From an optimization exercise on the open Yosys and OpenROAD flow, aimed at small area, a short achievable clock period and few clock cycles per item; shortcuts taken in it are not production practice.
In this exercise RTL edits were held to simulation tests only and were not proved equivalent to the original.
Power figures rest on the tool's default switching activity, not on a simulated workload.

## flow/design.v (module list and top-level ports; edited modules follow where they fit)
// module wtm32: 4006 lines
// module wtm_dreg: 3 lines
// module wtm_fa: 4 lines
// module wtm_ha: 4 lines
// module wtm_bpp: 3 lines
// module wtm_bpp1: 3 lines
// module wtm_maj3: 3 lines
// module wtm_and2: 3 lines
// module wtm_nand2: 3 lines
// module wtm_nor2: 3 lines
// module wtm_xor2: 3 lines
// module wtm_xnor2: 3 lines
// module wtm_inv: 3 lines
// module wtm_aoi21: 3 lines
// module wtm_oai21: 3 lines
module wtm32 (
  input  wire logic        clk,
  input  wire logic        arst_n,
  input  wire logic        in_valid,
  input  wire logic [31:0] in_a,
  input  wire logic [31:0] in_b,
  output logic             in_ready,
  output logic             out_valid,
  output logic [63:0]      out_product,
  input  wire logic        credit_ret
);
  // ...
==> flow/flow/run.sh <==
#!/bin/bash
# Own flow: the standard synthesis, then every combinational cell that
# synthesis sized above drive 1 is set back to drive 1 (hierarchical
# synthesis sizes each leaf module alone, without its real load), then
# the standard layout from floorplan to finish.  Timing repair in the
# layout steps upsizes again where a path needs it.  Every port still gets
# its own buffer, but a buf_1 rather than the default clkdlybuf4s50_1.
set -euo pipefail
bash standard.sh synth > synth_std.log 2>&1
R=orfs/results/${FLOW_PLATFORM}/wtm32/base
python3 flow/downsize.py "$R/1_2_yosys.v" > downsize.log 2>&1
rm -f "$R/1_synth.odb" "$R/1_synth.sdc"
export BUFFER_PORTS_ARGS="-buffer_cell sky130_fd_sc_hd__buf_1"
bash standard.sh > layout_std.log 2>&1
==> flow/flow/downsize.py <==
#!/usr/bin/env python3
"""Set combinational cells of a sky130hd netlist to drive strength 1.
Flip-flops, latches, buffers, clock cells and tie cells are left alone."""
import re, sys
path = sys.argv[1]
src = open(path).read()
KEEP = ('df', 'dl', 'sdf', 'edf', 'buf', 'clk', 'conb', 'tap', 'fill', 'decap', 'diode', 'dly', 'ha_', 'fa_')
import os
lib = os.path.join(os.environ.get('FLOW_HOME', '/OpenROAD-flow-scripts/flow'),
                   'platforms/sky130hd/lib/sky130_fd_sc_hd__tt_025C_1v80.lib')
cells = set(re.findall(r'cell \("sky130_fd_sc_hd__(\w+)"\)', open(lib).read()))
count = {}
def repl(m):
    base, size = m.group(1), m.group(2)
    name = base + '_' + size
    if size in ('0', '1') or name.startswith(KEEP) or (base + '_1') not in cells:
        return m.group(0)
    count[name] = count.get(name, 0) + 1
    return 'sky130_fd_sc_hd__' + base + '_1 '
out = re.sub(r'\bsky130_fd_sc_hd__([a-z0-9]+(?:_[a-z0-9]+)*?)_(\d+)\s', repl, src)
open(path, 'w').write(out)
for k, v in sorted(count.items()):
    print(k, '->', k.rsplit('_', 1)[0] + '_1', v)
==> flow/standard.sh <==
#!/bin/bash
# synth_recipe.tcl (not shown) runs the flow's synth.tcl, then flattens the netlist and writes it again
# the make line also repeats each setting of config.mk as NAME=value (left out here)
make -C /OpenROAD-flow-scripts/flow DESIGN_CONFIG=/design/flow/config.mk WORK_HOME=/design/flow/orfs CLKGATE_MAP_FILE= SYNTH_SCRIPT=/design/flow/synth_recipe.tcl "${@:-finish}"
==> flow/config.mk <==
export PLATFORM = sky130hd
export DESIGN_NAME = wtm32
export DESIGN_NICKNAME = wtm32
export VERILOG_FILES = /design/flow/design.v
export SDC_FILE = /design/flow/constraint.sdc
export NUM_CORES = 4
export LEC_CHECK = 0
export CAP_MARGIN = 20
export CORE_MARGIN = 2
export CORE_UTILIZATION = 40
export SETUP_SLACK_MARGIN = 4.6
export SLEW_MARGIN = 20
export SYNTH_HIERARCHICAL = 1
==> flow/constraint.sdc <==
create_clock -name core_clock -period 8.0 [get_ports {clk}]
set_input_delay 1.6000 -clock core_clock [delete_from_list [all_inputs] [get_ports {clk}]]
set_output_delay 1.6000 -clock core_clock [all_outputs]
set_load 0.01 [all_outputs]
==> results list, run 1 <==
- Of the total power, combinational logic draws 74.6%.
- Mapped Cells: 2586
- Routed wire length: 118 mm
* Post-place setup slack: 4.19 ns
- The initial antenna violation count came to 0.
- Critical path origin: cs_q[59]
* DRC errors left: 0
* Latest clock arrival within the worst-skew pair: 0.60 ns
- Internal power comes to 9.26 mW.
- Across the VDD grid, the largest voltage drop is 0.562 mV.
* Area of the core: 0.0714 mm2
- Total congestion overflow: 0
- Critical path, cell by cell: ha_1 > fa_1 > xnor2_1 > o21ai_1 > a21oi_1 > o21ai_1 > a21oi_1 > o21ai_1 > a21oi_2 > o21ai_1 > xnor2_2
* Count of multi-input gates: 2166
- Counting the clock-network buffers in the layout gives 49.
* Share of the clock period used by the worst path after layout: 42.8%
- Summed over the clock group, the power is 1.83 mW.
- Leaving out fill and tap cells, the most frequent cell in the layout is xnor2_1.
- End point of the critical path: out_product[37]
- Number of cells in the finished layout apart from fillers: 3807
- # H-tree levels: 2
- Crit-path max cell delay: 0.50 ns
- Summing all flip-flop and latch instances after layout gives 0.00668 mm2.
- The Yosys step of the flow raised 7 warnings.
- First-pass GRT wire length: 162 mm
* Clock period minus final worst setup slack: 3.43 ns
* Count of port buffers added during placement: 133
- Slowest cell on crit path: fa_1
- Clock tree synthesis found a total of 322 sinks.
* Mapped Avg Cell Area: 11.1 um2
- The worst hold path begins at v1.
* Result of the run: no timing/DRC/antenna violations
* Relative slew slack: 46.8%
* Hold-critical path depth: 0
- Total negative setup slack: 0 ns
- Starting density of the core: 40.3%
* I/O pin total: 134
- Area of the multi-input gates: 0.0222 mm2
* Pins over their slew limit: 0
* Highest achievable clock rate: 292 MHz
- Dominant kind of cell by area: multi-input gates
Testbench counts, summed over its fixed seeds: cycles 3,224, items 3,200.
==> run 2: changes to the inputs <==
--- a/flow/config.mk
+++ b/flow/config.mk
@@ -9,5 +9,5 @@
 export CORE_MARGIN = 2
 export CORE_UTILIZATION = 40
-export SETUP_SLACK_MARGIN = 4.6
+export SETUP_SLACK_MARGIN = 4.4
 export SLEW_MARGIN = 20
 export SYNTH_HIERARCHICAL = 1
==> run 2 against run 1 <==
Still clean on timing, DRC and antenna. Clock skew is 0.0038 ns higher. Via count fell by 1.2%. Synthesized area did not move. Utilization fell by 1.2 points. Global-route usage increased by 0.12 points. Non-clock buffer count down 30. Critical endpoint is now cs_q[64]. Largest cell class unchanged. Highest routed layer unchanged.
==> results list, run 2 <==
- Total negative setup slack: 0 ns (unchanged)
* Launch point of the worst reg-to-reg path: a_q[25]
* Pins over their slew limit: 0 (unchanged)
- Count of hold-fix buffers inserted at cts: 0
- The post-route minimum period is 3.56 ns (+0.134 ns).
- The count of synthesis-stage warnings from yosys was 7 (unchanged).
- Result of the run: no timing/DRC/antenna violations
* Area Overhead vs Synth: 12.4%
* Area of the mapped netlist: 0.0288 mm2
- Die Outline Area: 0.0741 mm2
* Post-placement cell count: 3700
* Setup slack of the worst register-to-register path: 4.44 ns
- RR Endpoint: cs_q[64]
* Relative slew slack: 34.7% (-12 points)
- Routability-driven placement finished with a final weighted congestion of 0.930.
- Number of cells in the finished layout apart from fillers: 3776 (-0.81%)
- Vias in the first global route: 25769
* Total power after layout: 18.7 mW
- Summed over all cells, the static leakage comes to 11.3 nW.
- DRC errors left: 0 (unchanged)
* Post-DR wirelength/cell: 29.2 um
* Top library cells by usage in the layout, fill and taps aside: 627 x xnor2_1, 496 x a22oi_1, 473 x fa_1, 250 x dfxtp_1, 148 x nand2_1
- Number of DRC markers after the initial detailed-route iteration: 3229
- The multi-input gate area in the final layout is 0.0220 mm2 (-1.1%).
* Post-place setup slack: 4.18 ns (-0.0103 ns)
* Num CTS Buffers: 41
* Largest voltage drop on the vdd net: 0.513 mV (-8.8%)
* DR pass1 iterations: 9
- The net count of the finished layout is 3386.
- Setup repair after global routing could not meet its margin everywhere.
- Worst endpoint data arrival time: 4.04 ns
- Max Clock Skew: 0.0407 ns
- Most common cell after layout, fill and taps aside: xnor2_1
- Pwr per Cell Area: 579 mW/mm2
* # H-tree levels: 2 (unchanged)
- The final route contains 23740 vias.
- Number of endpoints with negative hold slack in the final report: 0
- Highest achievable clock rate: 281 MHz (-3.8%)
- Latest clock arrival within the worst-skew pair: 0.60 ns (about the same)
- Cells fill 45.3% of the core in the end.
- Starting density of the core: 40.3% (unchanged)
- Top Registers: cs_q x171, out_product x64, a_q x32
- Mapped Cells: 2586 (unchanged)
- Clock tree synthesis selected as its root buffer the cell clkbuf_16.
- The top-level port count was 134 (unchanged).
- Min-delay src: v2
* HPWL after detailed placement: 66.5 mm
* TritonCTS clock tree: yes
- For hold timing, the worst endpoint is out_valid.
- After clock tree synthesis, the clock-pin slew on the worst setup and hold paths is 0.06 ns.
* First-pass GRT wire length: 162 mm (+0.39%)
- Setup fix buffers added after clock tree synthesis: 0
- The core area was 0.0714 mm2 (unchanged).
- The area occupied by registers came to 0.00669 mm2 (+0.11%).
* Flip-flop count of the largest register after layout: 171
- X dimension of the die: 272 um
- Number of nets with antenna violations after detailed routing: 0
- The setup path with the least slack is of type flop to flop.
- Critical Path End Type: flop
- Number of sinks on the clock net: 322 (unchanged)
- Hold-critical path depth: 0 (unchanged)
* Total congestion overflow: 0 (unchanged)
- Counting flops per register, the top entry is cs_q.
- Routed wire length: 110 mm (-6.4%)
* Setup Viol. Count Final: 0
- In the routed layout, each cell is associated on average with a via count of 6.29.
* Post-place instance area: 0.0308 mm2
* Critical Path RT: 8.48 ns
- Cell depth of the worst flop-to-flop path: 7
- Maximum Capacitance Violations: 0
- Across all hold checks on the routed design, the worst slack comes to 0.351 ns.
- Once layout is done, the placed cells without fillers occupy 0.0323 mm2.
* Vertical die dimension: 272 um
* Filler Cells Inserted: 6669
- Tightest Hold Check Type: flop to flop
* Setup crit start kind: flop
- Final setup slack of the worst path: 4.44 ns
- Largest fanout on the critical path: 33
- Post-synth net total: 3179
- After floorplanning, the core was divided into 98 placement rows.
- Initial antenna violation count: 2 (+2)
- Pin count of the biggest net entering global routing: 68
- Share of final-layout standard cells stronger than drive strength 1: 6.44%
* GRT Util Overall: 29.4%
- The repair_antennas step left the layout with diodes totalling 0.
* Mapped Avg Cell Area: 11.1 um2 (unchanged)
- The count of buffers from port buffering was 133 (unchanged).
* Share of the clock period used by the worst path after layout: 44.5% (+1.7 points)
* Largest buffer count on any clock path: 3
* Slew @ Worst Pin: 0.980 ns
-- run 2: final cells by class --
class | instances | area share [%]
clock inverter | 23 | 0.701
timing repair buffer | 164 | 2.26
multi-input combinational | 2166 | 68.0
clock buffer | 53 | 3.57
tap | 950 | 3.68
sequential | 322 | 20.7
inverter | 98 | 1.14
-- run 2: how the worst max path moves through the flow --
stage | startpoint | endpoint | cells past startpoint
3_3_place_gp | a_q[21] | cs_q[101] | 6
2_1_floorplan | bq_neg[13] | cs_q[133] | 5
4_1_cts | a_q[8] | cs_q[64] | 6
6_report | a_q[25] | cs_q[64] | 7
5_1_grt | cs_q[70] | out_product[37] | 11
3_5_place_dp | a_q[21] | cs_q[63] | 6
-- run 2: critical path, cell delays in order, from the launching register on --
cell     delay, ns
dfxtp_1       0.32
buf_4         0.52
a22oi_1       0.22
xnor2_1       0.20
fa_1          0.49
fa_1          0.50
fa_1          0.52
fa_1          0.66
-- run 2: metal layers --
layer  vias to the layer above  global-route usage, %  routed length, um  share of wire (%)
li1                       9416                      -                  -                  -
met1                     11853                   36.3              40900                 37
met2                      1942                   46.1              48900                 44
met3                       527                   9.02              13700                 12
met4                         2                   15.6               6640                6.0
met5                         -                      0                 11              0.010
-- run 2: what timing repair did --
item	4_1_cts	5_1_grt
gates cloned	0	0
endpoints found under the setup margin	79	78
gates resized for setup	32	31
pin swaps	0	0
-- run 2: report_power, final --
part,internal (mW),total [mW],switching [mW]
registers,2.56,3.15,0.594
logic,5.26,13.7,8.42
clock network,1.10,1.89,0.791
==> run 3: changes to the inputs <==
--- a/flow/config.mk
+++ b/flow/config.mk
@@ -9,5 +9,6 @@
 export CORE_MARGIN = 2
 export CORE_UTILIZATION = 40
-export SETUP_SLACK_MARGIN = 4.4
+export SETUP_SLACK_MARGIN = 4.8
 export SLEW_MARGIN = 20
 export SYNTH_HIERARCHICAL = 1
+export TNS_END_PERCENT = 0
==> run 3 against run 2 <==
Still clean. Clock-buffer cell count is 6 lower. Final cell count grew 4.6%. Combinational power rose by 18%. Setup slack better by 0.16 ns. Clock power rose by 5%. First-iteration DRC count rose by 33%. Synthesized area is the same. Largest power group unchanged.
==> results list, run 3 <==
* Number of DRC markers after the initial detailed-route iteration: 4310 (+33%)
- Setup crit start kind: flop
- The number of inserted filler cells in the final layout was 6247 (-6.3%).
- Count of port buffers added during placement: 133 (unchanged)
- The remaining routing DRC violations is 0 (unchanged).
- Tightest Hold Check Type: flop to flop
- Top library cells by usage in the layout, fill and taps aside: 599 x xnor2_1, 496 x a22oi_1, 472 x fa_1, 239 x dfxtp_1, 148 x nand2_1
- Latest clock arrival within the worst-skew pair: 0.59 ns (about the same)
- The sum of negative setup slack came to 0 ns (unchanged).
- Maximum Capacitance Violations: 0 (unchanged)
* Antenna Diode Count: 0 (unchanged)
- TritonCTS built the clock tree.
- The total nets after synthesis is 3179 (unchanged).
- Clock root cell: clkbuf_16
- The maximum fanout encountered on the critical timing path is 17 (-48%).
* I/O pin total: 134 (unchanged)
* Initial antenna violation count: 3 (+1)
- The routability congestion estimate is 0.935 (+0.57%).
- Flip-flop count of the largest register after layout: 171 (unchanged)
* Setup Viol. Count Final: 0 (unchanged)
- Relative slew slack: 54.7% (+20 points)
- Starting density of the core: 40.3% (unchanged)
- Max Clock Skew: 0.0350 ns (-0.00563 ns)
- The total wirelength of the detailed-routed design came to 133 mm (+21%).
- The register with the most flip-flops in the final layout is cs_q.
* Vias after detailed routing: 25762 (+8.5%)
- The chip height is 272 um (unchanged).
- Global routing usage on met3: 9.95% (+0.93 points)
- The area growth from synthesis to layout is 24.9%.
* Share of final-layout standard cells stronger than drive strength 1: 15.1% (+8.6 points)
- RSZ-0062 raised after global routing: true
* Site row count: 98 (unchanged)
- The sum of net half-perimeters after detailed placement is 66.4 mm (-0.11%).
- The peak per-stage delay on the critical path came to 0.60 ns (-0.06 ns).
* Critical Path End Type: flop
- Most crowded layer after global routing: met2
- Result of the run: no timing/DRC/antenna violations
* Pin count of the biggest net entering global routing: 68 (unchanged)
- The transition time of the tightest slew-check pin was 0.680 ns (-0.300 ns).
* Area of the mapped netlist: 0.0288 mm2 (unchanged)
* WS Path Type: flop to flop
- The signal on the critical path passes through buf_12 > a22oi_1 > xnor2_1 > fa_1 > fa_1 > fa_1 > fa_1.
- The H-tree depth is 2 (unchanged).
- The wire length of the first global-routing pass is 164 mm (+1.1%).
* Static Leak: 13.0 nW (+15%)
- The total power per unit cell area is 585 mW/mm2 (+0.99%).
* Highest achievable clock rate: 295 MHz (+4.8%)
* Synthesis Warnings: 7 (unchanged)
- Total congestion overflow: 0 (unchanged)
- Clock transition at the registers of the reported paths: 0.07 ns (about the same)
* NumNets Final: 3562 (+5.2%)
- GRT Util Overall: 29.9% (+0.57 points)
* Most common cell after layout, fill and taps aside: xnor2_1
- The largest individual stage delay along the critical path comes from the cell dfxtp_4.
- The data required time at the worst endpoint was 8.46 ns (-0.02 ns).
* X dimension of the die: 272 um (unchanged)
- The mean area per synthesized cell is 11.1 um2 (unchanged).
- The core area is 0.0714 mm2 (unchanged).
- Critical path's most frequent cell: fa_1
- The met1 usage in global routing was 37.6% (+1.2 points).
* Via density: 6.52 (+3.8%)
- The largest registers in the layout are cs_q x171, out_product x64, a_q x32.
- Largest voltage drop on the vdd net: 0.544 mV (+6.1%)
- Share of the clock period used by the worst path after layout: 42.4% (-2.0 points)
* Met2 GRT Util: 45.6% (-0.49 points)
* Post-DR wirelength/cell: 33.7 um (+15%)
- Die Outline Area: 0.0741 mm2 (unchanged)
- Num CTS Buffers: 40 (-2.4%)
- The number of cells produced by synthesis was 2586 (unchanged).
- The arrival time of data at the critical path endpoint came to 3.86 ns (-0.18 ns).
- The number of buffers between clock root and the deepest sink is 3 (unchanged).
- The number of nets with antenna violations after routing was 0 (unchanged).
- The number of detailed-route iterations in the first pass was 7 (-2).
- The number of slew-limit violations in the final report was 0 (unchanged).
* Worst hold slack after final layout: 0.351 ns (+0.000658 ns)
- Number of sinks on the clock net: 322 (unchanged)
- Clock period minus final worst setup slack: 3.40 ns (-0.164 ns)
* Vias in the first global route: 25443 (-1.3%)
- Number of endpoints with negative hold slack in the final report: 0 (unchanged)
-- run 3: changes by cell type in the layout (fill, tap and decap cells not counted), moves of 11 or more --
cell and delta:
buf_12 +105, nor2_2 +18, xnor2_2 +27, a21oi_1 -29, dfxtp_1 -11, buf_4 +36
nor2_1 -19, dfxtp_4 +11, buf_16 +15, xnor2_1 -28, a21oi_2 +27
-- run 3: repair_timing --
item	CTS	global route
buffers inserted	7	181
hold buffers	0	0
setup endpoints to repair	153	143
pin swaps	1	13
gates resized for setup	105	90
-- run 3: per-layer routing --
metal  part of all wire, %  up-vias
met1                    35    12644
met5                 0.069        -
met4                   8.0        6
met3                    15      745
met2                    42     2579
li1                      -     9788
-- run 3: path summary, 6_finish.rpt --
check                                from         end  slack [ns]  cells past startpoint
worst max register to register  bq_one[2]    cs_q[42]        4.60                      7
min in group asynchronous          arst_n  credits[1]        0.91                      1
worst min register to register         v1          v2        0.35                      0
max in group asynchronous          arst_n       ready        6.77                      1
worst min-delay path                   v1          v2        0.35                      0
worst max-delay path            bq_one[2]    cs_q[42]        4.60                      7
-- run 3: power by group --
group,total [mW],internal (mW),switching [mW],leakage [nW]
logic,16.1,6.37,9.69,9.54
registers,2.97,2.56,0.414,2.76
clock network,1.99,1.18,0.810,0.689
total,21.0,10.1,10.9,13.0
-- run 3: metrics by stage --
step | instances | instance area (um2) | worst slack, ns | total power, mW | util, %
CTS | 3768 | 32600 | 4.69 | 18.9 | 45.7
global route | 3949 | 35900 | 4.65 | 22.1 | 50.3
detailed placement | 3689 | 30700 | 4.24 | 16.5 | 43.0
floorplan | 2586 | 28800 | 4.79 | 11.5 | -
global placement | 3689 | 30700 | 4.30 | 16.3 | 43.0
finish | 3949 | 35900 | 4.60 | 21.0 | 50.3
-- run 3: final cells by class --
class / instances / area [um2] / share of cell area, %
Sequential cell: 322 / 6730 / 18.7
Timing Repair Buffer: 341 / 3810 / 10.6
Multi-Input combinational cell: 2166 / 22400 / 62.4
Clock buffer: 47 / 1080 / 3.00
Inverter: 98 / 368 / 1.02
Tap cell: 950 / 1190 / 3.31
Clock inverter: 25 / 332 / 0.923
-- run 3: critical path, delay by kind of cell, from the launching register on --
| family | cells | cell delay, ns |
|---|---|---|
| xor gates and xnor gates | 1 | 0.32 |
| adders and majority gates | 4 | 1.95 |
| DFF | 1 | 0.60 |
| buffers and inverters | 1 | 0.26 |
| AOI/OAI and AO/OA | 1 | 0.15 |
==> run 4: changes to the inputs <==
--- a/flow/config.mk
+++ b/flow/config.mk
@@ -9,6 +9,7 @@
 export CORE_MARGIN = 2
 export CORE_UTILIZATION = 40
-export SETUP_SLACK_MARGIN = 4.8
+export CTS_CLUSTER_DIAMETER = 80
+export CTS_CLUSTER_SIZE = 35
+export SETUP_SLACK_MARGIN = 4.5
 export SLEW_MARGIN = 20
 export SYNTH_HIERARCHICAL = 1
-export TNS_END_PERCENT = 0
==> run 4 against run 3 <==
Final cell count fell by 4.8%. Via count fell by 8.9%. Sequential share of layout area rose by 1.9 points. Synthesized cell count did not move. Clock skew fell by 0.0012 ns. Still clean on timing, DRC and antenna. Critical endpoint is now cs_q[93]. Global-route usage fell by 0.99 points. Highest routed layer is now met4. Clock power fell by 19%. Power fell by 11%. Critical path type unchanged. First-iteration DRC count fell by 28%. Register-to-register slack got worse by 0.13 ns. Synthesized area did not move.
==> results list, run 4 <==
- Result of the run: no timing/DRC/antenna violations
- Hold-critical path depth: 0 (unchanged)
* Relative slew slack: 36.1% (-19 points)
* Final Wtd Congestion: 0.966 (+3.3%)
* Post-synth net total: 3179 (unchanged)
- The number of buffers between clock root and the deepest sink came to 3 (unchanged).
- The H-tree depth came to 1 (-1).
- GRT Util Overall: 29.0% (-0.99 points)
* Pins over their slew limit: 0 (unchanged)
- HPWL after detailed placement: 66.4 mm (about the same)
* I/O pin total: 134 (unchanged)
* Area of the mapped netlist: 0.0288 mm2 (unchanged)
* Flip-flop count of the largest register after layout: 171 (unchanged)
- The TritonCTS buffer count came to 27 (-33%).
- The largest net degree at the start of global routing was 68 (unchanged).
- The number of stages on the worst setup path came to 7 (unchanged).
- Share of final-layout standard cells stronger than drive strength 1: 6.66% (-8.4 points)
- Setup crit start kind: flop
- The cell sitting at the root of the clock tree is a clkbuf_16.
- The sum of negative setup slack came to 0 ns (unchanged).
* Mapped Cells: 2586 (unchanged)
* Starting density of the core: 40.3% (unchanged)
- The transition time of the tightest slew-check pin is 0.958 ns (+0.278 ns).
* First-pass GRT wire length: 161 mm (-2.0%)
- The final routed wire length divided by cell count was 29.5 um (-12%).
- DRC errors left: 0 (unchanged)
* Antenna Diode Count: 0 (unchanged)
* Critical Path RT: 8.47 ns (about the same)
- Top library cells by usage in the layout, fill and taps aside: 617 x xnor2_1, 496 x a22oi_1, 473 x fa_1, 252 x dfxtp_1, 148 x nand2_1
- The final number of hold-violating endpoints was 0 (unchanged).
- The first-iteration detailed-routing DRC count is 3090 (-28%).
- The core area was 0.0714 mm2 (unchanged).
- Static Leak: 11.3 nW (-13%)
* Synthesis Warnings: 7 (unchanged)
- The count of standard-cell rows came to 98 (unchanged).
- Traced cell by cell, the critical path runs through buf_4 > a22oi_1 > xnor2_1 > fa_1 > fa_1 > fa_1 > fa_1.
- Share of the clock period used by the worst path after layout: 44.1% (+1.6 points)
- The post-route clock skew is 0.0338 ns (-0.00124 ns).
* Min-delay src: v2
- Largest voltage drop on the vdd net: 0.569 mV (+4.6%)
* Vias after detailed routing: 23481 (-8.9%)
- The worst setup path is of the flop to flop kind.
* TritonCTS clock tree: yes
- The final hold slack is 0.357 ns (+0.00590 ns).
* Via density: 6.25 (-4.2%)
- Tightest Hold Check Type: flop to flop
- The library cell used most frequently in the layout, excluding fill and tap cells, is xnor2_1.
* Initial antenna violation count: 0 (-3)
* Launch point of the worst reg-to-reg path: a_q[25]
- The largest registers in the layout are cs_q x171, out_product x64, a_q x32.
- The peak per-stage delay on the critical path was 0.58 ns (-0.02 ns).
- Highest achievable clock rate: 284 MHz (-3.7%)
* Latest clock arrival within the worst-skew pair: 0.62 ns (+0.03 ns)
- More flip-flops sit in one register than any other, and that register is cs_q.
- RR Endpoint: cs_q[93]
* Mapped Avg Cell Area: 11.1 um2 (unchanged)
- Top Family by Delay on Critical Path: adder cells
- The total power per unit cell area came to 578 mW/mm2 (-1.1%).
* Count of port buffers added during placement: 133 (unchanged)
- Total congestion overflow: 0 (unchanged)
- The filler-free cell count of the finished design is 3759 (-4.8%).
* Vertical die dimension: 272 um (unchanged)
- Worst hold endpoint: out_valid
* Setup Viol. Count Final: 0 (unchanged)
* Routed wire length: 111 mm (-17%)
- The clock sink count is 322 (unchanged).
* Setup slack of the worst register-to-register path: 4.47 ns (-0.13 ns)
- Maximum Capacitance Violations: 0 (unchanged)
- The post-route minimum period is 3.53 ns (+0.132 ns).
* NumNets Final: 3381 (-5.1%)
* Critical Path End Type: flop
- Critical path buffers and inverters: 1 (unchanged)
* Clock transition at the registers of the reported paths: 0.09 ns (+0.02 ns)
- Worst endpoint data arrival time: 4.00 ns (+0.14 ns)
* Largest fanout on the critical path: 33 (+16)
- The worst reg2reg path depth was 7 (unchanged).
* Slowest cell on crit path: fa_1
- The via count of the first global-routing pass came to 25495 (+0.20%).
* Die Outline Area: 0.0741 mm2 (unchanged)
- The number of detailed-route iterations in the first pass was 9 (+2).
- Post-placement cell count: 3702 (+0.35%)
- RSZ-0062 raised after global routing: true
- Critical path's most frequent cell: fa_1
- Area Overhead vs Synth: 12.4%
- X dimension of the die: 272 um (unchanged)
- Number of nets with antenna violations after detailed routing: 0 (unchanged)
## run 4: per-stage QoR
stage	cell area (um2)	total power, mW	worst slack [ns]	utilization (%)
floorplan	28800	11.5	4.75	-
global placement	30800	16.2	4.18	43.1
detailed placement	30800	16.3	4.19	43.1
CTS	32000	18.0	4.35	44.9
global route	32300	20.0	4.42	45.3
finish	32300	18.7	4.47	45.3
## run 4: power by group
group / switching, mW / internal [mW] / total (mW)
clock: 0.857 / 0.761 / 1.62
combinational: 8.51 / 5.45 / 14.0
sequential: 0.563 / 2.55 / 3.12
total: 9.93 / 8.77 / 18.7
## run 4: worst max-delay path by stage
| stage | from | end | slack, ns |
|---|---|---|---|
| 2_1_floorplan | a_q[26] | cs_q[61] | 4.75 |
| 3_3_place_gp | cs_q[82] | out_product[39] | 4.18 |
| 3_5_place_dp | cs_q[78] | out_product[39] | 4.19 |
| 4_1_cts | cs_q[78] | out_product[39] | 4.35 |
| 5_1_grt | cs_q[10] | out_product[49] | 4.42 |
| 6_report | a_q[25] | cs_q[93] | 4.47 |
## run 4: layout make-up
class                           count  area [um2]
Sequential cell                   322        6680
Tap cell                          950        1190
Multi-Input combinational cell   2166       22100
Inverter                           98         368
Clock inverter                     23         452
Clock buffer                       27         676
Fill cell                        6643       39000
Timing Repair Buffer              173         878
## run 4: worst reg2reg max path: stages, from the launching register on
cell and delay, ns:
dfxtp_1 0.32, buf_4 0.52, a22oi_1 0.23, xnor2_1 0.28
fa_1 0.49, fa_1 0.58, fa_1 0.46, fa_1 0.51
## run 4: repair_timing
action                     4_1_cts  5_1_grt
hold buffers                     0        0
cloned                           0        0
buffers inserted                 0        7
resized for setup               55       27
setup endpoints to repair      108       48
hold endpoints to repair         0        0
## run 4: per-layer routing
layer,track usage (%),share of wire (%),wire (um),vias up
li1,-,-,-,9382
met5,0,0,0,-
met1,36.6,37,41400,11787
met4,12.2,5.1,5680,0
met2,46.6,45,50100,1848
met3,8.16,12,13700,464
==> run 5: changes to the inputs <==
--- a/flow/config.mk
+++ b/flow/config.mk
@@ -8,5 +8,5 @@
 export CAP_MARGIN = 20
 export CORE_MARGIN = 2
-export CORE_UTILIZATION = 40
+export CORE_UTILIZATION = 55
 export CTS_CLUSTER_DIAMETER = 80
 export CTS_CLUSTER_SIZE = 35
==> run 5 against run 4 <==
Still clean on timing, DRC and antenna. Critical path depth decreased by 1. Synthesized area unchanged. Clock skew rose by 0.0017 ns. Power shrank 1.8%. Sequential power rose by 1%. Sequential share of layout area up 0.35 points. Global-route usage grew 10 points. Die area down 27%. Largest cell class unchanged.
==> results list, run 5 <==
* Site row count: 83 (-15%)
* Num CTS Buffers: 24 (-11%)
- The internal power is 8.62 mW (-1.6%).
- Post-synth net total: 3179 (unchanged)
* Vias after detailed routing: 23351 (-0.55%)
* Result of the run: no timing/DRC/antenna violations
- The largest net degree at the start of global routing came to 68 (unchanged).
- Area of the mapped netlist: 0.0288 mm2 (unchanged)
- # H-tree levels: 1 (unchanged)
- Max Clock Skew: 0.0355 ns (+0.00169 ns)
* Synthesis Warnings: 7 (unchanged)
* Top Registers: cs_q x171, out_product x64, a_q x32
* Critical Path End Type: flop
- Area Overhead vs Synth: 11.0%
* Clock transition at the registers of the reported paths: 0.09 ns (about the same)
- Vertical die dimension: 233 um (-15%)
- Relative slew slack: 40.7% (+4.6 points)
* Total power after layout: 18.4 mW (-1.8%)
- Pins over their slew limit: 0 (unchanged)
- The number of inserted filler cells in the final layout is 4325 (-35%).
* Number of sinks on the clock net: 322 (unchanged)
- The final-stage net count came to 3374 (-0.21%).
- The switching portion of total power is 53.0% (-0.073 points).
* DRC errors left: 0 (unchanged)
* Number of DRC markers after the initial detailed-route iteration: 3362 (+8.8%)
- The peak supply drop is 0.452 mV (-20%).
- Largest fanout on the critical path: 35 (+6.1%)
- The number of detailed-route iterations in the first pass came to 7 (-2).
* HPWL after detailed placement: 64.1 mm (-3.5%)
- The mean area per synthesized cell is 11.1 um2 (unchanged).
* Clock period minus final worst setup slack: 3.50 ns (-0.0244 ns)
- The register share of total power came to 17.2% (+0.5 points).
* Maximum Capacitance Violations: 0 (unchanged)
* Starting density of the core: 55.8% (+16 points)
- The wire length of the first global-routing pass was 157 mm (-2.6%).
- Latest clock arrival within the worst-skew pair: 0.61 ns (about the same)
- Flip-flop count of the largest register after layout: 171 (unchanged)
- The net switching power of the design is 9.74 mW (-1.9%).
- Antenna Diode Count: 0 (unchanged)
* Static Leak: 11.2 nW (-0.71%)
* Worst endpoint data arrival time: 3.95 ns (-0.05 ns)
* I/O pin total: 134 (unchanged)
- Routed wire length: 108 mm (-2.5%)
- Logic pwr share: 74.8% (about the same)
* Slew @ Worst Pin: 0.889 ns (-0.0687 ns)
* Vias in the first global route: 24945 (-2.2%)
- GRT Util Overall: 39.4% (+10 points)
* Via density: 6.71 (+7.5%)
* RSZ-0062 raised after global routing: true
* Setup crit start kind: flop
- Total congestion overflow: 0 (unchanged)
- The total setup violations reported at the end of the flow came to 0 (unchanged).
- The routability congestion estimate was 0.966 (about the same).
* Number of nets with antenna violations after detailed routing: 0 (unchanged)
- Die Outline Area: 0.0541 mm2 (-27%)
- More flip-flops sit in one register than any other, and that register is cs_q.
* Clock share of power: 8.0% (-0.7 points)
* Highest achievable clock rate: 286 MHz (+0.70%)
- Share of the clock period used by the worst path after layout: 43.8% (-0.31 points)
- TritonCTS clock tree: yes
- Most common cell after layout, fill and taps aside: xnor2_1
- The sum of negative setup slack came to 0 ns (unchanged).
* Clock root cell: clkbuf_16
- Largest buffer count on any clock path: 3 (unchanged)
- The data required time at the worst endpoint was 8.45 ns (-0.02 ns).
- Post-DR wirelength/cell: 31.1 um (+5.3%)
- Top library cells by usage in the layout, fill and taps aside: 623 x xnor2_1, 496 x a22oi_1, 473 x fa_1, 245 x dfxtp_1, 148 x nand2_1
- Number of endpoints with negative hold slack in the final report: 0 (unchanged)
* X dimension of the die: 233 um (-15%)
* Count of port buffers added during placement: 133 (unchanged)
- The total power per unit cell area is 576 mW/mm2 (-0.50%).
- Share of final-layout standard cells stronger than drive strength 1: 6.40% (-0.26 points)
* WS Path Type: flop to flop
* Mapped Cells: 2586 (unchanged)
* Initial antenna violation count: 0 (unchanged)
- Tightest Hold Check Type: flop to flop
- The core area is 0.0515 mm2 (-28%).
## run 5: cell types whose count changed in the layout (fill, tap and decap cells not counted), sizes merged
| cell | change |
|---|---|
| buf | -4 |
| clkinv | +2 |
| clkinvlp | +1 |
| clkbuf | -2 |
| inv | -7 |
## run 5: power by group through the flow
stage | combinational, mW | sequential, mW | clock [mW]
floorplan | 8.44 | 3.07 | 0
global placement | 12.8 | 3.17 | 0
detailed placement | 13.0 | 3.19 | 0
CTS | 13.1 | 3.15 | 1.49
global route | 14.9 | 3.20 | 1.55
finish | 13.7 | 3.16 | 1.48
## run 5: per-layer routing
layer  track usage [%]  vias up  wire length [um]
met5                 0        -                93
li1                  -     9370                 -
met1              52.1    11598             40200
met3              14.4      396             16300
met2              59.2     1985             46200
met4              14.8        2              5230
## run 5: critical path, cell delays in order, from the launching register on
cell     delay (ns)
dfxtp_2        0.32
buf_4          0.67
xnor2_1        0.24
fa_1           0.56
fa_1           0.58
fa_1           0.46
fa_1           0.52
## run 5: layout make-up
class | instances | area (um2) | share of cell area [%]
inverter | 98 | 368 | 1.15
tap | 680 | 851 | 2.67
multi-input combinational | 2166 | 22000 | 69.1
clock inverter | 19 | 375 | 1.18
timing repair buffer | 169 | 943 | 2.96
sequential | 322 | 6710 | 21.0
clock buffer | 25 | 626 | 1.96
## run 5: path summary, 6_finish.rpt
check	startpoint	end	slack, ns	cells after the start
max	bq_neg[8]	cs_q[101]	4.50	6
min	v2	out_valid	0.37	0
max reg2reg	bq_neg[8]	cs_q[101]	4.50	6
min reg2reg	v2	out_valid	0.37	0
max in group asynchronous	arst_n	ready	6.82	1
min in group asynchronous	arst_n	v1	0.88	1
## run 5: repair_timing
item,in CTS,in global routing
gates resized for setup,55,34
buffers inserted,0,10
endpoints found under the setup margin,100,84
hold buffers,0,0
## run 5: per-stage QoR
stage          std cells  area [um2]  setup slack [ns]  hold slack, ns  util, %
2_1_floorplan       2586       28800              4.75           0.331        -
3_3_place_gp        3425       30400              4.33           0.341     59.0
3_5_place_dp        3425       30400              4.24           0.345     59.0
4_1_cts             3469       31500              4.46           0.368     61.2
5_1_grt             3479       31900              4.40           0.378     61.9
6_report            3479       31900              4.50           0.367     61.9
==> run 6: changes to the inputs <==
--- a/flow/config.mk
+++ b/flow/config.mk
@@ -9,6 +9,4 @@
 export CORE_MARGIN = 2
 export CORE_UTILIZATION = 55
-export CTS_CLUSTER_DIAMETER = 80
-export CTS_CLUSTER_SIZE = 35
 export SETUP_SLACK_MARGIN = 4.5
 export SLEW_MARGIN = 20
==> run 6 against run 5 <==
Maximum frequency hardly changed. Setup slack worse by 0.0032 ns. Critical path depth grew 1. Sequential share of layout area fell by 0.054 points. Sequential cell count is the same. Utilization grew 0.16 points. Clock power increased by 24%. Global-route usage is 0.24 points higher. Highest routed layer unchanged. Synthesized cell count is the same.
==> results list, run 6 <==
- Among all stages on the critical path, the largest delay is contributed by fa_1.
* Post-synth net total: 3179 (unchanged)
* Area of the core: 0.0515 mm2 (unchanged)
- The leakage power of the design came to 11.3 nW (+0.58%).
* Top library cells by usage in the layout, fill and taps aside: 625 x xnor2_1, 496 x a22oi_1, 473 x fa_1, 245 x dfxtp_1, 148 x nand2_1
* Min-delay src: v2
* X dimension of the die: 233 um (unchanged)
- Clock root cell: clkbuf_16
- Critical path's most frequent cell: fa_1
- Total negative setup slack: 0 ns (unchanged)
* Filler Cells Inserted: 4329 (+0.092%)
* Setup Viol. Count Final: 0 (unchanged)
- Vertical die dimension: 233 um (unchanged)
* Antenna Diode Count: 0 (unchanged)
- The final routed wire length divided by cell count was 30.3 um (-2.3%).
- The via count of the first global-routing pass was 25062 (+0.47%).
- TritonCTS built the clock tree.
- WS Path Type: flop to flop
* Setup crit start kind: flop
* Site row count: 83 (unchanged)
- The arrival time of data at the critical path endpoint came to 3.92 ns (-0.03 ns).
- Latest clock arrival within the worst-skew pair: 0.57 ns (-0.04 ns)
- Footprint of the flip-flops and latches: 0.00671 mm2 (unchanged)
- The max-capacitance violation count was 0 (unchanged).
* Result of the run: no timing/DRC/antenna violations
- Count of hold-fix buffers inserted at cts: 0 (unchanged)
- The most critical setup path has its startpoint at a_q[25].
* Num CTS Buffers: 38 (+58%)
- Number of sinks on the clock net: 322 (unchanged)
- The routability congestion estimate is 0.966 (unchanged).
* Mapped Cells: 2586 (unchanged)
- In the final layout, the registers with the most flip-flops are cs_q x171, out_product x64, a_q x32.
- The count of synthesis-stage warnings from yosys came to 7 (unchanged).
* First-pass GRT wire length: 157 mm (+0.38%)
* Launch point of the worst reg-to-reg path: a_q[25]
* Max Clock Skew: 0.0167 ns (-0.0188 ns)
- The clock edge transition at the registers on the reported setup and hold paths is 0.06 ns (-0.03 ns).
- The number of flip-flops under the largest register name was 171 (unchanged).
* Total congestion overflow: 0 (unchanged)
* NumNets Final: 3379 (+0.15%)
- Relative slew slack: 40.7% (about the same)
* Critical Path RT: 8.42 ns (-0.03 ns)
* Pins over their slew limit: 0 (unchanged)
- Slew @ Worst Pin: 0.890 ns (+0.0000300 ns)
- The library cell used most frequently in the layout, excluding fill and tap cells, is xnor2_1.
- The sum of net half-perimeters after detailed placement was 64.1 mm (unchanged).
- The number of buffers between clock root and the deepest sink came to 3 (unchanged).
* Critical path, cell by cell: buf_4 > a22oi_1 > xnor2_1 > fa_1 > fa_1 > fa_1 > fa_1
* Pwr per Cell Area: 583 mW/mm2 (+1.3%)
- The initial core utilization is 55.8% (unchanged).
- Share of the clock period used by the worst path after layout: 43.8% (about the same)
- Compared with the post-synthesis result, the final layout area differs by 11.2%.
* RSZ-0062 raised after global routing: true
- The routed via count is 23408 (+0.24%).
- Total power after layout: 18.7 mW (+1.6%)
- The number of detailed-route iterations in the first pass is 7 (unchanged).
* Biggest register: cs_q
* Largest voltage drop on the vdd net: 0.461 mV (+2.0%)
- The largest net degree at the start of global routing was 68 (unchanged).
* Critical Path End Type: flop
* Share of final-layout standard cells stronger than drive strength 1: 6.82% (+0.43 points)
- The mean area per synthesized cell came to 11.1 um2 (unchanged).
- DRC errors left: 0 (unchanged)
- The post-synthesis instance area was 0.0288 mm2 (unchanged).
- Number of endpoints with negative hold slack in the final report: 0 (unchanged)
- The total wirelength of the detailed-routed design was 106 mm (-1.9%).
- The top-level port count was 134 (unchanged).
- The maximum fanout encountered on the critical timing path is 33 (-5.7%).
- Number of DRC markers after the initial detailed-route iteration: 3106 (-7.6%)
* Clock period minus final worst setup slack: 3.51 ns (+0.00324 ns)
* Tightest Hold Check Type: flop to flop
- Die Outline Area: 0.0541 mm2 (unchanged)
- The multi-input gate area in the final layout is 0.0220 mm2 (about the same).
- Via density: 6.70 (-0.19%)
* Number of nets with antenna violations after detailed routing: 0 (unchanged)
- The overall routing resource usage is 39.6% (+0.24 points).
- The initial antenna violation count is 2 (+2).
* # H-tree levels: 2 (+1)
- Crit-path max cell delay: 0.62 ns (-0.05 ns)
- The highest clock frequency the design can meet came to 285 MHz (about the same).
* Count of port buffers added during placement: 133 (unchanged)
run 6: layout make-up:
cell class,count,share of cell area [%]
clock buffer,45,3.35
clock inverter,23,0.751
inverter,98,1.15
multi-input combinational,2166,68.8
sequential,322,21.0
tap,680,2.66
timing repair buffer,160,2.28
run 6: metal layers:
| layer | GRT usage (%) | wire, um | up-vias | share of wire (%) |
|---|---|---|---|---|
| li1 | - | - | 9394 | - |
| met5 | 0 | 24 | - | 0.023 |
| met4 | 15.4 | 4410 | 4 | 4.2 |
| met2 | 59.2 | 45700 | 1931 | 43 |
| met1 | 52.4 | 40500 | 11666 | 38 |
| met3 | 14.7 | 15400 | 413 | 15 |
run 6: power breakdown:
group | switching, mW | internal [mW]
combinational | 8.30 | 5.34
sequential | 0.627 | 2.56
clock | 0.754 | 1.07
total | 9.68 | 8.97
run 6: worst paths after layout:
| kind | depth (start not counted) | slack, ns | endpoint |
|---|---|---|---|
| worst min register to register | 0 | 0.36 | out_valid |
| worst min-delay path | 0 | 0.36 | out_valid |
| worst max register to register | 7 | 4.49 | cs_q[101] |
| worst max-delay path | 7 | 4.49 | cs_q[101] |
| min in group asynchronous | 1 | 0.93 | credits[0] |
| max in group asynchronous | 1 | 6.76 | ready |
run 6: what timing repair did:
| action | CTS | global route |
|---|---|---|
| buffers inserted | 0 | 1 |
| endpoints found under the hold margin | 0 | 0 |
| gates resized for setup | 54 | 31 |
| setup endpoints to repair | 95 | 77 |
run 6: through the flow:
stage,cells,util (%),setup WS (ns),area [um2],hold slack [ns]
after global routing,3494,62.1,4.46,32000,0.369
final,3494,62.1,4.49,32000,0.360
after detailed placement,3425,59.0,4.24,30400,0.345
after floorplan,2586,-,4.75,28800,0.331
after CTS,3493,61.8,4.48,31800,0.359
after global placement,3425,59.0,4.33,30400,0.341
run 6: critical path: cells and delay by family (launching register included):
| family | cells | cell delay (ns) |
|---|---|---|
| flip-flops | 1 | 0.30 |
| buffers and inverters | 1 | 0.49 |
| XOR/XNOR | 1 | 0.26 |
| adder cells (fa/ha/maj) | 4 | 2.08 |
| AO/OA/AOI/OAI | 1 | 0.21 |
==> run 7: changes to the inputs <==
--- a/flow/config.mk
+++ b/flow/config.mk
@@ -8,5 +8,5 @@
 export CAP_MARGIN = 20
 export CORE_MARGIN = 2
-export CORE_UTILIZATION = 55
+export CORE_UTILIZATION = 68
 export SETUP_SLACK_MARGIN = 4.5
 export SLEW_MARGIN = 20
==> run 7 against run 6 <==
Utilization is 14 points higher. Critical endpoint is now cs_q[93]. Sequential share of layout area about the same. Global-route usage grew 7.1 points. Wire length down 2.9%. Largest power group unchanged. Still clean on timing, DRC and antenna. Synthesized area unchanged. First-iteration DRC count increased by 32%. Hold slack better by 0.0054 ns.
==> results list, run 7 <==
* Count of hold-fix buffers inserted at cts: 0 (unchanged)
- Die Outline Area: 0.0439 mm2 (-19%)
* Flip-flop count of the largest register after layout: 171 (unchanged)
* Routed wire length: 103 mm (-2.9%)
- The filler-free cell count of the finished design was 3363 (-3.7%).
- The run finished with no timing, DRC or antenna violations.
- The number of nets with antenna violations after routing came to 0 (unchanged).
- The routed via count was 24472 (+4.5%).
- Clock period minus final worst setup slack: 3.53 ns (+0.0261 ns)
- The end-of-flow core utilization came to 76.0% (+14 points).
- Share of the clock period used by the worst path after layout: 44.1% (+0.33 points)
- WS Path Type: flop to flop
- Hold-critical path depth: 0 (unchanged)
- The endpoint identified for the worst register-to-register timing path is cs_q[93].
- The chip height is 210 um (-9.9%).
- Top Registers: cs_q x171, out_product x64, a_q x32
* Number of DRC markers after the initial detailed-route iteration: 4112 (+32%)
* Area Overhead vs Synth: 10.6%
* Post-DR wirelength/cell: 30.6 um (+0.87%)
- First-pass GRT wire length: 153 mm (-2.9%)
- The leakage power of the design came to 11.3 nW (about the same).
- Worst hold slack after final layout: 0.365 ns (+0.00544 ns)
* Min-delay src: v2
- The total power per unit cell area was 585 mW/mm2 (+0.38%).
- The overall routing resource usage came to 46.8% (+7.1 points).
- Worst endpoint data arrival time: 3.97 ns (+0.05 ns)
* Highest achievable clock rate: 283 MHz (-0.74%)
- The clock edge transition at the registers on the reported setup and hold paths was 0.06 ns (about the same).
- Starting density of the core: 68.7% (+13 points)
- The register share of total power was 16.9% (-0.2 points).
* Clock share of power: 9.7% (about the same)
- Net load switching power: 9.68 mW (about the same)
- Site row count: 75 (-9.6%)
- The worst setup path is captured at a flop.
* Maximum Capacitance Violations: 0 (unchanged)
* # H-tree levels: 2 (unchanged)
- Highest Signal Layer: met5
* Synthesis Warnings: 7 (unchanged)
- The mean area per synthesized cell is 11.1 um2 (unchanged).
- Post-synth net total: 3179 (unchanged)
- The internal power came to 8.94 mW (-0.39%).
- Tightest Hold Check Type: flop to flop
- Slew @ Worst Pin: 0.947 ns (+0.0576 ns)
- The routability congestion estimate came to 0.995 (+3.0%).
- Worst hold endpoint: out_valid
* Share of final-layout standard cells stronger than drive strength 1: 6.35% (-0.48 points)
* Total negative setup slack: 0 ns (unchanged)
- RSZ-0062 raised after global routing: true
- Critical Path RT: 8.44 ns (+0.02 ns)
- The sum of net half-perimeters after detailed placement came to 62.2 mm (-3.0%).
- The worst reg2reg path depth was 6 (-1).
* Total congestion overflow: 0 (unchanged)
- DR pass1 iterations: 13 (+6)
* Met1 Routed Length: 34.7 mm (-14%)
* Mapped Cells: 2586 (unchanged)
* Largest buffer count on any clock path: 3 (unchanged)
* Vias in the first global route: 26034 (+3.9%)
- Area of the core: 0.0419 mm2 (-19%)
- The worst setup path is launched from a flop.
- The remaining routing DRC violations was 0 (unchanged).
- The top-level port count was 134 (unchanged).
* Switching portion of total power: 52.0% (+0.095 points)
- The post-route clock skew is 0.0210 ns (+0.00430 ns).
- Post-placement cell count: 3290 (-3.9%)
- Largest fanout on the critical path: 33 (unchanged)
* Num CTS Buffers: 37 (-2.6%)
- The tree is rooted in a clkbuf_16.
- The combinational power share is 73.4% (+0.3 points).
- Initial antenna violation count: 1 (-1)
- Launch point of the worst reg-to-reg path: a_q[21]
- Pin count of the biggest net entering global routing: 68 (unchanged)
- TritonCTS built the clock tree.
- The clock sink count came to 322 (unchanged).
- Via density: 7.28 (+8.6%)
- Setup Viol. Count Final: 0 (unchanged)
* Pins over their slew limit: 0 (unchanged)
* X dimension of the die: 210 um (-9.9%)
- Area of the mapped netlist: 0.0288 mm2 (unchanged)
- Setup slack of the worst register-to-register path: 4.47 ns (-0.03 ns)
- Most common cell after layout, fill and taps aside: xnor2_1
- The final number of hold-violating endpoints is 0 (unchanged).
* Biggest register: cs_q
* Count of port buffers added during placement: 133 (unchanged)
- The library cells used most frequently in the layout, excluding fill and tap cells, are 628 x xnor2_1, 496 x a22oi_1, 473 x fa_1, 251 x dfxtp_1, 148 x nand2_1.
- Sum of met3 wire segment lengths after detailed routing: 17.3 mm (+12%)
* Latest clock arrival within the worst-skew pair: 0.58 ns (about the same)
* NumNets Final: 3386 (+0.21%)
- The wire length on met2 was 43.6 mm (-4.6%).
- The peak supply drop is 0.514 mV (+11%).
* Relative slew slack: 36.9% (-3.8 points)
==> run 7: worst max-delay path: stages, from the launching register on <==
cell and delay, ns:
dfxtp_4 0.77, a22oi_1 0.23, xnor2_1 0.21, fa_1 0.66, fa_1 0.48, fa_1 0.58
fa_1 0.45
==> run 7: how the worst max path moves through the flow <==
stage | to | cells past startpoint | slack, ns | start
floorplan | cs_q[61] | 6 | 4.75 | a_q[26]
global placement | cs_q[97] | 6 | 4.40 | a_q[20]
detailed placement | cs_q[93] | 6 | 4.30 | a_q[19]
CTS | cs_q[93] | 6 | 4.47 | bq_two[8]
global route | out_product[49] | 12 | 4.41 | cs_q[10]
finish | cs_q[93] | 6 | 4.47 | a_q[21]
==> run 7: power by group through the flow <==
stage	clock network, mW	registers, mW	logic, mW
final	1.81	3.14	13.7
after global routing	1.88	3.17	14.6
after CTS	1.82	3.11	13.0
after detailed placement	0	3.14	12.9
after global placement	0	3.11	12.5
after floorplan	0	3.07	8.44
==> run 7: area by class of cell <==
cell class                 instances  area, um2
antenna                            3       7.51
clock buffer                      49       1050
clock inverter                    18        243
fill                            2894      10000
inverter                          98        368
multi-input combinational       2166      22000
sequential                       322       6680
tap                              539        674
timing repair buffer             168        811
==> run 7: repair_timing <==
item / 4_1_cts / 5_1_grt
buffers inserted: 0 / 3
setup endpoints to repair: 75 / 72
gates resized for setup: 39 / 28
==> run 7: through the flow <==
step                      setup slack [ns]  power [mW]  area (um2)
final                                 4.47        18.6       31800
after global routing                  4.41        19.7       31800
after CTS                             4.47        17.9       31600
after detailed placement              4.30        16.0       30300
after global placement                4.40        15.6       30300
after floorplan                       4.75        11.5       28800
==> run 7: routing by layer <==
layer,vias to the layer above,global-route usage [%]
met1,11825,57.1
li1,9412,-
met5,-,0.890
met4,6,26.2
met2,2524,68.7
met3,705,21.5
==> run 8: changes to the inputs <==
--- a/flow/config.mk
+++ b/flow/config.mk
@@ -9,4 +9,6 @@
 export CORE_MARGIN = 2
 export CORE_UTILIZATION = 68
+export CTS_CLUSTER_DIAMETER = 80
+export CTS_CLUSTER_SIZE = 35
 export SETUP_SLACK_MARGIN = 4.5
 export SLEW_MARGIN = 20
==> run 8 against run 7 <==
Still clean on timing, DRC and antenna. Utilization shrank 1.1 points. Wire length fell by 1.2%. Global-route usage down 0.63 points. Sequential power is essentially flat. Critical path type unchanged.
==> results list, run 8 <==
- The H-tree depth came to 1 (-1).
- WS Path Type: flop to flop
- The highest clock frequency the design can meet came to 282 MHz (-0.32%).
- The area occupied by registers is 0.00668 mm2 (unchanged).
* Critical Path End Type: flop
* Pins over their slew limit: 0 (unchanged)
- Cell depth of the worst flop-to-flop path: 6 (unchanged)
- The total setup violations reported at the end of the flow is 0 (unchanged).
* Routed wire length: 102 mm (-1.2%)
* Initial antenna violation count: 2 (+1)
- Top Registers: cs_q x171, out_product x64, a_q x32
- I/O pin total: 134 (unchanged)
- The via count of the first global-routing pass is 25900 (-0.51%).
* Total congestion overflow: 0 (unchanged)
* NumNets Final: 3368 (-0.53%)
- Setup repair after global routing could not meet its margin everywhere.
- The maximum fanout encountered on the critical timing path came to 35 (+6.1%).
- The total power per unit cell area came to 579 mW/mm2 (-1.1%).
- Hold-critical path depth: 0 (unchanged)
* HPWL after detailed placement: 62.2 mm (unchanged)
- Mapped Cells: 2586 (unchanged)
* Launch point of the worst reg-to-reg path: bq_neg[5]
- TritonCTS clock tree: yes
- Clock root cell: clkbuf_16
- X dimension of the die: 210 um (unchanged)
- Area of the multi-input gates: 0.0220 mm2 (+0.11%)
- The clock edge transition at the registers on the reported setup and hold paths was 0.11 ns (+0.05 ns).
- Max Clock Skew: 0.0520 ns (+0.0310 ns)
- The largest net degree at the start of global routing is 68 (unchanged).
- DR pass1 iterations: 12 (-1)
- The final routed wire length divided by cell count is 30.5 um (-0.24%).
- Number of endpoints with negative hold slack in the final report: 0 (unchanged)
- The end-of-flow core utilization was 74.9% (-1.1 points).
* Mapped Avg Cell Area: 11.1 um2 (unchanged)
- The max-capacitance violation count came to 0 (unchanged).
- Area of the mapped netlist: 0.0288 mm2 (unchanged)
- Starting density of the core: 68.7% (unchanged)
- The overall routing resource usage came to 46.1% (-0.63 points).
- The normalized max-slew margin is 39.7% (+2.8 points).
- The total nets after synthesis came to 3179 (unchanged).
* Static Leak: 11.0 nW (-2.1%)
- The path class of the tightest hold or removal check is flop to flop.
- The worst setup path is launched from a flop.
- Number of DRC markers after the initial detailed-route iteration: 4270 (+3.8%)
- Total power after layout: 18.1 mW (-2.6%)
* Area Overhead vs Synth: 8.99%
- Share of the clock period used by the worst path after layout: 44.3% (+0.14 points)
- Total negative setup slack: 0 ns (unchanged)
- The share of layout cells above drive strength 1 came to 5.56% (-0.79 points).
- The number of flip-flops under the largest register name is 171 (unchanged).
- Post-place setup slack: 4.30 ns (unchanged)
- Number of sinks on the clock net: 322 (unchanged)
- Critical Path RT: 8.44 ns (about the same)
* Latest clock arrival within the worst-skew pair: 0.61 ns (+0.03 ns)
- Post-placement cell count: 3290 (unchanged)
- The die area is 0.0439 mm2 (unchanged).
- Clock period minus final worst setup slack: 3.54 ns (+0.0112 ns)
- Slew @ Worst Pin: 0.905 ns (-0.0421 ns)
* Final setup slack of the worst path: 4.46 ns (-0.0112 ns)
* Vias after detailed routing: 24347 (-0.51%)
- Biggest register: cs_q
- The chip height was 210 um (unchanged).
- The startpoint identified for the worst hold timing path is v1.
* Top library cells by usage in the layout, fill and taps aside: 627 x xnor2_1, 496 x a22oi_1, 473 x fa_1, 251 x dfxtp_1, 148 x nand2_1
* Number of cells in the finished layout apart from fillers: 3330 (-0.98%)
* Largest voltage drop on the vdd net: 0.521 mV (+1.5%)
- The routability congestion estimate is 0.995 (unchanged).
* Most common cell after layout, fill and taps aside: xnor2_1
- The number of inserted filler cells in the final layout came to 2976 (+2.8%).
* Number of nets with antenna violations after detailed routing: 0 (unchanged)
- The arrival time of data at the critical path endpoint came to 3.98 ns (about the same).
- Site row count: 75 (unchanged)
- DRC errors left: 0 (unchanged)
- Synthesis Warnings: 7 (unchanged)
- The TritonCTS buffer count was 21 (-43%).
- The wire length of the first global-routing pass was 152 mm (-0.51%).
- The count of buffers from port buffering is 133 (unchanged).
* Critical path origin: bq_neg[5]
- Result of the run: no timing/DRC/antenna violations
- The routed via count divided by cell count is 7.31 (+0.48%).
- The number of buffers between clock root and the deepest sink was 3 (unchanged).
- The core area is 0.0419 mm2 (unchanged).
-- run 8: cell count changes in the layout (fill, tap and decap cells not counted), sizes merged --
cell	change
buf	-2
clkinv	+2
diode	-2
clkinvlp	-3
clkbuf	-27
inv	+3
bufinv	-4
-- run 8: worst paths after layout --
| check | to | slack, ns |
|---|---|---|
| worst max-delay path | cs_q[122] | 4.46 |
| worst min-delay path | v2 | 0.37 |
| worst max register to register | cs_q[122] | 4.46 |
| worst min register to register | v2 | 0.37 |
| max in group asynchronous | credits[2] | 6.81 |
| min in group asynchronous | v1 | 0.89 |
-- run 8: timing repair --
item	in CTS	in global routing
hold buffers	0	0
endpoints found under the hold margin	0	0
setup buffers	0	1
endpoints found under the setup margin	83	69
resized for setup	44	27
pin swaps	0	0
-- run 8: metrics by stage --
| stage | hold WS [ns] | cell area, um2 |
|---|---|---|
| after floorplan | 0.331 | 28800 |
| after CTS | 0.366 | 31200 |
| after global routing | 0.388 | 31300 |
| after detailed placement | 0.342 | 30300 |
| final | 0.369 | 31300 |
| after global placement | 0.338 | 30300 |
-- run 8: layout make-up --
| type | count | area share (%) |
|---|---|---|
| sequential | 322 | 21.3 |
| timing repair buffer | 166 | 2.50 |
| clock inverter | 16 | 0.990 |
| clock buffer | 22 | 1.69 |
| inverter | 98 | 1.17 |
| tap | 539 | 2.15 |
| multi-input combinational | 2166 | 70.2 |
| antenna | 1 | 0.00798 |
-- run 8: critical path, stage by stage, from the launching register on --
cell and delay (ns):
dfxtp_2 0.33, buf_4 0.67, xnor2_1 0.26, fa_1 0.50, fa_1 0.51, fa_1 0.52
fa_1 0.55
-- run 8: layer usage --
layer	part of all wire, %	vias up	GRT usage (%)
met5	0.12	-	3.67
li1	-	9341	-
met3	17	666	21.0
met4	6.6	9	23.6
met1	34	11790	57.0
met2	43	2541	68.0
-- run 8: report_power, final --
group / internal, mW / switching (mW)
clock network: 0.562 / 0.743
registers: 2.55 / 0.587
logic: 5.35 / 8.35
total: 8.46 / 9.68
==> run 9: changes to the inputs <==
--- a/flow/config.mk
+++ b/flow/config.mk
@@ -8,8 +8,9 @@
 export CAP_MARGIN = 20
 export CORE_MARGIN = 2
-export CORE_UTILIZATION = 68
+export CORE_UTILIZATION = 55
 export CTS_CLUSTER_DIAMETER = 80
 export CTS_CLUSTER_SIZE = 35
-export SETUP_SLACK_MARGIN = 4.5
+export SETUP_SLACK_MARGIN = 4.6
 export SLEW_MARGIN = 20
 export SYNTH_HIERARCHICAL = 1
+export TNS_END_PERCENT = 0
==> run 9 against run 8 <==
Via count down 4.7%. Critical path depth unchanged. Non-clock buffer count down 7. Hold slack worse by 0.0020 ns. Final area up 0.98%. Largest cell class unchanged. Setup slack worse by 0.031 ns. Maximum frequency down 0.87%.
==> results list, run 9 <==
- Result of the run: no timing/DRC/antenna violations
* Flip-flop count of the largest register after layout: 171 (unchanged)
- The total nets after synthesis came to 3179 (unchanged).
- Top Registers: cs_q x171, out_product x64, a_q x32
- Latest clock arrival within the worst-skew pair: 0.61 ns (about the same)
- Setup crit start kind: flop
* Die Outline Area: 0.0541 mm2 (+23%)
- Slowest cell on crit path: dfxtp_4
* Area of the core: 0.0515 mm2 (+23%)
* Critical path's most frequent cell: fa_1
- The remaining routing DRC violations came to 0 (unchanged).
* Setup fix buffers added after clock tree synthesis: 0 (unchanged)
- Area Overhead vs Synth: 10.1%
- The count of synthesis-stage warnings from yosys was 7 (unchanged).
* I/O pin total: 134 (unchanged)
- The total setup violations reported at the end of the flow came to 0 (unchanged).
- The worst register-to-register path ends at cs_q[101].
- Total negative setup slack: 0 ns (unchanged)
- Critical path origin: bq_one[5]
- Filler Cells Inserted: 4359 (+46%)
- Most common cell after layout, fill and taps aside: xnor2_1
- Share of the clock period used by the worst path after layout: 44.7% (+0.39 points)
* Crit path depth: 6 (unchanged)
* Share of final-layout standard cells stronger than drive strength 1: 5.99% (+0.43 points)
* Post-DR wirelength/cell: 30.4 um (-0.44%)
- The transition time of the tightest slew-check pin came to 0.907 ns (+0.00241 ns).
* Vias in the first global route: 24941 (-3.7%)
* Num CTS Buffers: 24 (+14%)
- The die outline width came to 233 um (+11%).
- The H-tree depth came to 1 (unchanged).
* Initial antenna violation count: 0 (-2)
* Pin count of the biggest net entering global routing: 68 (unchanged)
- Highest Signal Layer: met4
- The worst hold path belongs to the class flop to flop.
- Max Clock Skew: 0.0315 ns (-0.0205 ns)
* Final Wtd Congestion: 0.966 (-2.9%)
* Relative slew slack: 39.5% (-0.16 points)
- The chip height is 233 um (+11%).
- HPWL after detailed placement: 64.1 mm (+3.1%)
- The total power per unit cell area came to 577 mW/mm2 (-0.24%).
- The minimum setup slack among reg-to-reg paths came to 4.43 ns (-0.03 ns).
- Antenna Diode Count: 0 (-1)
* Number of nets with antenna violations after detailed routing: 0 (unchanged)
* Vias after detailed routing: 23196 (-4.7%)
- NumNets Final: 3364 (-0.12%)
* Routed wire length: 105 mm (+3.7%)
- Top Family by Delay on Critical Path: adder cells
- The worst hold path begins at v2.
- Top library cells by usage in the layout, fill and taps aside: 626 x xnor2_1, 496 x a22oi_1, 473 x fa_1, 245 x dfxtp_1, 148 x nand2_1
- Largest voltage drop on the vdd net: 0.451 mV (-14%)
- TritonCTS clock tree: yes
- The post-route minimum period is 3.57 ns (+0.0311 ns).
* Starting density of the core: 55.8% (-13 points)
- Largest buffer count on any clock path: 3 (unchanged)
* Clock root cell: clkbuf_16
- Biggest register: cs_q
- Critical path buffers and inverters: 0 (-1)
* Met1 Routed Length: 40.2 mm (+17%)
* Mapped Cells: 2586 (unchanged)
* Site row count: 83 (+11%)
- The arrival time of data at the critical path endpoint came to 4.02 ns (+0.04 ns).
* Total congestion overflow: 0 (unchanged)
- The number of slew-limit violations in the final report was 0 (unchanged).
* Clock transition at the registers of the reported paths: 0.10 ns (about the same)
- The leakage power of the design was 11.1 nW (+0.36%).
* End point of the critical path: cs_q[101]
* Critical path, cell by cell: a22oi_1 > xnor2_1 > fa_1 > fa_1 > fa_1 > fa_1
* Number of sinks on the clock net: 322 (unchanged)
* Count of hold-fix buffers inserted at cts: 0 (unchanged)
- The wire length of the first global-routing pass came to 157 mm (+3.1%).
- Total length of routed met2 wires: 45.4 mm (+4.5%)
* Via density: 6.69 (-8.5%)
- The total met3 wirelength after detailed routing is 15.3 mm (-9.6%).
* WS Path Type: flop to flop
- The first-iteration detailed-routing DRC count is 3178 (-26%).
* Cell depth of the worst flop-to-flop path: 6 (unchanged)
* Crit-path max cell delay: 0.80 ns (+0.13 ns)
- The post-synthesis instance area was 0.0288 mm2 (unchanged).
- Maximum Capacitance Violations: 0 (unchanged)
- The mean area per synthesized cell was 11.1 um2 (unchanged).
* Final setup slack of the worst path: 4.43 ns (-0.0311 ns)
- Count of port buffers added during placement: 133 (unchanged)
* Post-place setup slack: 4.24 ns (-0.0578 ns)
* GRT Util Overall: 39.4% (-6.7 points)
- The number of detailed-route iterations in the first pass came to 7 (-5).
- The data required time at the worst endpoint was 8.44 ns (about the same).
- Launch point of the worst reg-to-reg path: bq_one[5]
- Highest achievable clock rate: 280 MHz (-0.87%)
* Largest fanout on the critical path: 32 (-8.6%)
- Number of endpoints with negative hold slack in the final report: 0 (unchanged)
- Setup repair after global routing could not meet its margin everywhere.
- Critical Path End Type: flop
## run 9: through the flow
step	area, um2	std cells	util (%)	hold slack [ns]	total power, mW
floorplan	28800	2586	-	0.331	11.5
global placement	30400	3425	59.0	0.341	16.0
detailed placement	30400	3425	59.0	0.345	16.2
CTS	31500	3469	61.2	0.368	17.7
global route	31600	3469	61.4	0.378	19.6
finish	31600	3469	61.4	0.367	18.3
## run 9: worst reg2reg max path: stages, from the launching register on
cell	delay, ns
dfxtp_4	0.80
a22oi_1	0.24
xnor2_1	0.28
fa_1	0.48
fa_1	0.62
fa_1	0.47
fa_1	0.52
## run 9: per-layer routing
| layer | up-vias | global-route usage, % |
|---|---|---|
| met5 | - | 0 |
| met4 | 0 | 14.9 |
| met3 | 373 | 14.5 |
| met2 | 1895 | 59.1 |
| met1 | 11582 | 52.1 |
| li1 | 9346 | - |
## run 9: worst min path at each step
| stage | end | slack (ns) | cells past startpoint |
|---|---|---|---|
| 3_5_place_dp | v2 | 0.34 | 0 |
| 3_3_place_gp | v2 | 0.34 | 0 |
| 6_report | out_valid | 0.37 | 0 |
| 4_1_cts | out_valid | 0.37 | 0 |
| 5_1_grt | out_valid | 0.38 | 0 |
| 2_1_floorplan | out_valid | 0.33 | 0 |
## run 9: area by class of cell
| class | count | area [um2] | share of cell area [%] |
|---|---|---|---|
| inverter | 98 | 368 | 1.16 |
| tap | 680 | 851 | 2.69 |
| clock inverter | 19 | 375 | 1.19 |
| clock buffer | 25 | 626 | 1.98 |
| sequential | 322 | 6710 | 21.2 |
| multi-input combinational | 2166 | 22000 | 69.6 |
| timing repair buffer | 159 | 706 | 2.23 |
## run 9: what timing repair did
item,CTS,global route
resized for setup,48,35
pin swaps,0,0
endpoints found under the setup margin,121,137
## run 9: power breakdown
part,total [mW],switching (mW),internal (mW)
sequential,3.18,0.625,2.55
combinational,13.6,8.29,5.33
clock,1.47,0.787,0.686

-- what the ideal ports hide --
The results above use ideal ports. As a check the final layouts listed here were re-extracted and re-timed, cells and wires unchanged.
Step 1, drivers: a clkbuf_16 drives clk and a buf_2 each remaining input, both assumed.
Step 2 adds t to the input delays and takes it off the output delays; t is the mean of the earliest and latest rising clock arrival at the registers after step 1. Input paths then give back, and output paths get back, about the clock's delay inside the block.
a / b / c = ideal ports / drivers / drivers and shift; a / b = the first two.
| run | shift t [ns] | slack for setup (ns) | worst data-port slew with drivers (ns) |
|---|---|---|---|
| run 1 | 0.643 | 4.575 / 4.575 / 4.575 | 0.05 |
| run 2 | 0.643 | 4.441 / 4.441 / 4.441 | 0.05 |
| run 3 | 0.635 | 4.605 / 4.605 / 4.605 | 0.05 |
| run 4 | 0.671 | 4.473 / 4.473 / 4.473 | 0.05 |
| run 5 | 0.657 | 4.497 / 4.497 / 4.497 | 0.04 |
| run 6 | 0.619 | 4.494 / 4.494 / 4.494 | 0.04 |
| run 7 | 0.631 | 4.468 / 4.468 / 4.468 | 0.04 |
| run 8 | 0.640 | 4.457 / 4.457 / 4.457 | 0.04 |
| run 9 | 0.661 | 4.426 / 4.426 / 4.426 | 0.04 |
After both steps setup and hold are still met in every run listed.
